Source: an optimization exercise on an open RTL-to-GDS flow (aim: small area, a short achievable clock period and few clock cycles per item). Production flows keep margins and buffers that such runs may drop.
The RTL was checked by simulation tests, not by an equivalence proof against the original design.

Design conv_stream_mc, start of the top module:
module conv_stream_mc
#(
  parameter int WORD_LENGTH = conv_pkg::WORD_LENGTH_DEF,
  parameter int ACC_WIDTH   = conv_pkg::ACC_WIDTH_DEF,
  parameter int IMAGE_SIZE  = conv_pkg::IMAGE_SIZE_DEF,
  parameter int KERNEL_SIZE = conv_pkg::KERNEL_SIZE_DEF,
  parameter int STRIDE      = conv_pkg::STRIDE_DEF,
  parameter int OUT_CH      = conv_pkg::OUT_CH_DEF
) (
  input  logic                                            clk,
  input  logic                                            rst,
  input  logic                                            weight_load,
  input  logic [OUT_CH*KERNEL_SIZE*KERNEL_SIZE*WORD_LENGTH-1:0] weight_value,
  input  logic [OUT_CH*ACC_WIDTH-1:0]                     bias_value,
  input  logic                                            relu_en,
  input  logic                                            in_valid,
  output logic                                            in_ready,
  input  logic [WORD_LENGTH-1:0]                          data_in,
  output logic                                            out_valid,
  input  logic                                            out_ready,
  output logic [OUT_CH*ACC_WIDTH-1:0]                     data_out,
  output logic [conv_pkg::IDX_WIDTH-1:0]                  out_row,
  output logic [conv_pkg::IDX_WIDTH-1:0]                  out_col,
  output logic                                            frame_done
);
clock: 20.0 ns
lec_check: 0
cap_margin: 20
core_margin: 2
core_utilization: 55
cts_cluster_diameter: 100
cts_cluster_size: 26
place_density: 0.75
slew_margin: 60
synth_hierarchical: 1
synth_minimum_keep_size: 0
standard.sh (not shown) runs the stock make flow with config.mk's settings and CLKGATE_MAP_FILE= SYNTH_SCRIPT=/design/flow/synth_recipe.tcl, a recipe that flattens the netlist after the stock synthesis.
==> flow/flow/run.sh <==
#!/bin/bash
export BUFFER_PORTS_ARGS="-buffer_cell sky130_fd_sc_hd__buf_1"
bash standard.sh SETUP_SLACK_MARGIN=14.8 finish > standard.log 2>&1
The first run finished with timing, DRC and antenna clean.
Testbench counts at the start, summed over its fixed seeds: cycles 18,840, pixels 18,816.
Then changed:
--- a/flow/config.mk
+++ b/flow/config.mk
@@ -10 +10 @@
-export CORE_UTILIZATION = 55
+export CORE_UTILIZATION = 65
@@ -13 +12,0 @@
-export PLACE_DENSITY = 0.75
Outcome: Critical path depth does not change; count of clock-buffer cells in the layout goes up by 4; die area went down by about a fifth; cell count decreases by a few percent; clock skew shrinks by 0.018 ns.
Then changed:
--- a/flow/config.mk
+++ b/flow/config.mk
@@ -10,3 +10 @@
-export CORE_UTILIZATION = 65
-export CTS_CLUSTER_DIAMETER = 100
-export CTS_CLUSTER_SIZE = 26
+export CORE_UTILIZATION = 68
Outcome: Final area is higher slightly. Maximum frequency shrinks slightly. Non-clock buffer count rises by 37. Cell count grows slightly.
Then changed:
--- a/flow/config.mk
+++ b/flow/config.mk
@@ -10 +10,3 @@
-export CORE_UTILIZATION = 68
+export CORE_UTILIZATION = 55
+export CTS_CLUSTER_DIAMETER = 100
+export CTS_CLUSTER_SIZE = 26
=> Area after synthesis stays the same. Cell count is higher by 2.5%. Via count is lower by 5.0%. Routed wire length is lower by 2.9%. Worst setup slack improves by 0.042 ns. Sequential share of layout area is higher by 0.49 points. Worst hold slack improves by 0.014 ns. Flip-flop and latch count stays the same. Clock-buffer cell count is lower by 92.

Setup of main:
conv_stream_mc again, from the RTL that the note above started with.
// conv_stream_mc
module conv_stream_mc
#(
  parameter int WORD_LENGTH = conv_pkg::WORD_LENGTH_DEF,
  parameter int ACC_WIDTH   = conv_pkg::ACC_WIDTH_DEF,
  parameter int IMAGE_SIZE  = conv_pkg::IMAGE_SIZE_DEF,
  parameter int KERNEL_SIZE = conv_pkg::KERNEL_SIZE_DEF,
  parameter int STRIDE      = conv_pkg::STRIDE_DEF,
  parameter int OUT_CH      = conv_pkg::OUT_CH_DEF
) (
  input  logic                                            clk,
  input  logic                                            rst,
  input  logic                                            weight_load,
  input  logic [OUT_CH*KERNEL_SIZE*KERNEL_SIZE*WORD_LENGTH-1:0] weight_value,
  input  logic [OUT_CH*ACC_WIDTH-1:0]                     bias_value,
  input  logic                                            relu_en,
  input  logic                                            in_valid,
  output logic                                            in_ready,
  input  logic [WORD_LENGTH-1:0]                          data_in,
  output logic                                            out_valid,
  input  logic                                            out_ready,
  output logic [OUT_CH*ACC_WIDTH-1:0]                     data_out,
  output logic [conv_pkg::IDX_WIDTH-1:0]                  out_row,
  output logic [conv_pkg::IDX_WIDTH-1:0]                  out_col,
  output logic                                            frame_done
);
  generate
    if (WORD_LENGTH != 8 || ACC_WIDTH != 16 || IMAGE_SIZE != 28 ||
        KERNEL_SIZE != 5 || STRIDE != 1 || OUT_CH != 2) begin : g_bad_cfg
      $error("conv_stream_mc: only the default parameters are supported");
    end
  endgenerate
  localparam int SRLEN = 117;
  logic         x_v;           
  logic [7:0]   pix_x;
  logic         s_v;           
  logic [31:0]  s_d;
  logic         h_v;           
  logic [31:0]  h_d;
  logic         in_ready_r;
  logic         sh;            
  logic         sh_r;
  logic [4:0]   row_r, col_r;  
  logic         hit_in;
  ...
Settings: LEC_CHECK=0, CAP_MARGIN=20, CORE_MARGIN=2, CORE_UTILIZATION=55, CTS_CLUSTER_DIAMETER=100, CTS_CLUSTER_SIZE=26, SLEW_MARGIN=60, SYNTH_HIERARCHICAL=1, SYNTH_MINIMUM_KEEP_SIZE=0; clock period 20.0 ns.
run.sh (not shown) runs the stock make flow with config.mk's settings and CLKGATE_MAP_FILE= SYNTH_SCRIPT=/design/flow/synth_recipe.tcl, a recipe that flattens the netlist after the stock synthesis.
Stock flow here: none of the scripts above is used.
main ended with every stage complete and zero timing, DRC or antenna violations.
Testbench counts of main, summed over its fixed seeds: cycles 18,840, pixels 18,816.
--- input diff main..the feature branch ---
==> flow/flow/run.sh (new file) <==
#!/bin/bash
export BUFFER_PORTS_ARGS="-buffer_cell sky130_fd_sc_hd__buf_1"
bash standard.sh SETUP_SLACK_MARGIN=14.8 finish > standard.log 2>&1
==> flow/standard.sh (new file) <==
#!/bin/bash
# synth_recipe.tcl (not shown) runs the flow's synth.tcl, then flattens the netlist and writes it again
# the make line also repeats each setting of config.mk as NAME=value (left out here)
make -C /OpenROAD-flow-scripts/flow DESIGN_CONFIG=/design/flow/config.mk WORK_HOME=/design/flow/orfs CLKGATE_MAP_FILE= SYNTH_SCRIPT=/design/flow/synth_recipe.tcl "${@:-finish}"
diff --git a/flow/config.mk b/flow/config.mk
--- a/flow/config.mk
+++ b/flow/config.mk
@@ -9,4 +9,5 @@
 export CORE_MARGIN = 2
 export CORE_UTILIZATION = 55
+export CTS_BUF_LIST = sky130_fd_sc_hd__clkbuf_8 sky130_fd_sc_hd__clkbuf_16
 export CTS_CLUSTER_DIAMETER = 100
 export CTS_CLUSTER_SIZE = 26
removed: flow/run.sh
## What came out
- The feature branch | status: complete | timing, DRC, antenna: pass
- Re clock-buffer cell count: the feature branch is about 8% down on main.
- Wire length of the first global-routing pass, the feature branch vs main: down by a few percent
- Lower setup slack was reported by main, not the feature branch.
- The feature branch vs. main: worst hold slack across all endpoints picked up an extra 15 ps, final period demand of the worst path lost 470 ps.

re-timing with driven ports:
Ports are ideal in the flow. The routed layouts listed here were re-timed in OpenROAD.
Step 1, drivers: a clkbuf_16 drives clk and a buf_2 each remaining input, both assumed.
Step 2 moves the port delays by t, midway between the first and last clock arrival at a register: inputs arrive t later, outputs are due t later. That takes back most of the time a late clock gives input paths.
Slacks: no drivers / after step 1 / after step 2; pairs: no drivers / after step 1.
run	t, ns	setup WS [ns]	latest minus earliest clock arrival (ns)	slew at the worst register clock pin (ns)	cell pins on the clock port's net
the first run of note 1	0.889	14.561 / 14.464 / 14.046	0.079 / 0.079	0.11 / 0.11	1
the second run of note 1	0.902	14.650 / 14.544 / 14.011	0.067 / 0.066	0.10 / 0.10	1
the third run of note 1	0.938	14.590 / 14.493 / 13.970	0.062 / 0.062	0.07 / 0.07	1
the fourth run of note 1	0.904	14.632 / 14.525 / 14.062	0.046 / 0.046	0.11 / 0.11	1
main	0.929	14.160 / 14.053 / 13.841	0.056 / 0.056	0.11 / 0.11	1
the feature branch	0.905	14.631 / 14.524 / 14.062	0.048 / 0.048	0.11 / 0.11	1
After both steps every run listed still meets setup and hold. For the second run of note 1, which loses most, drivers alone change the setup slack by -0.106 ns; drivers and shift together by -0.639 ns.
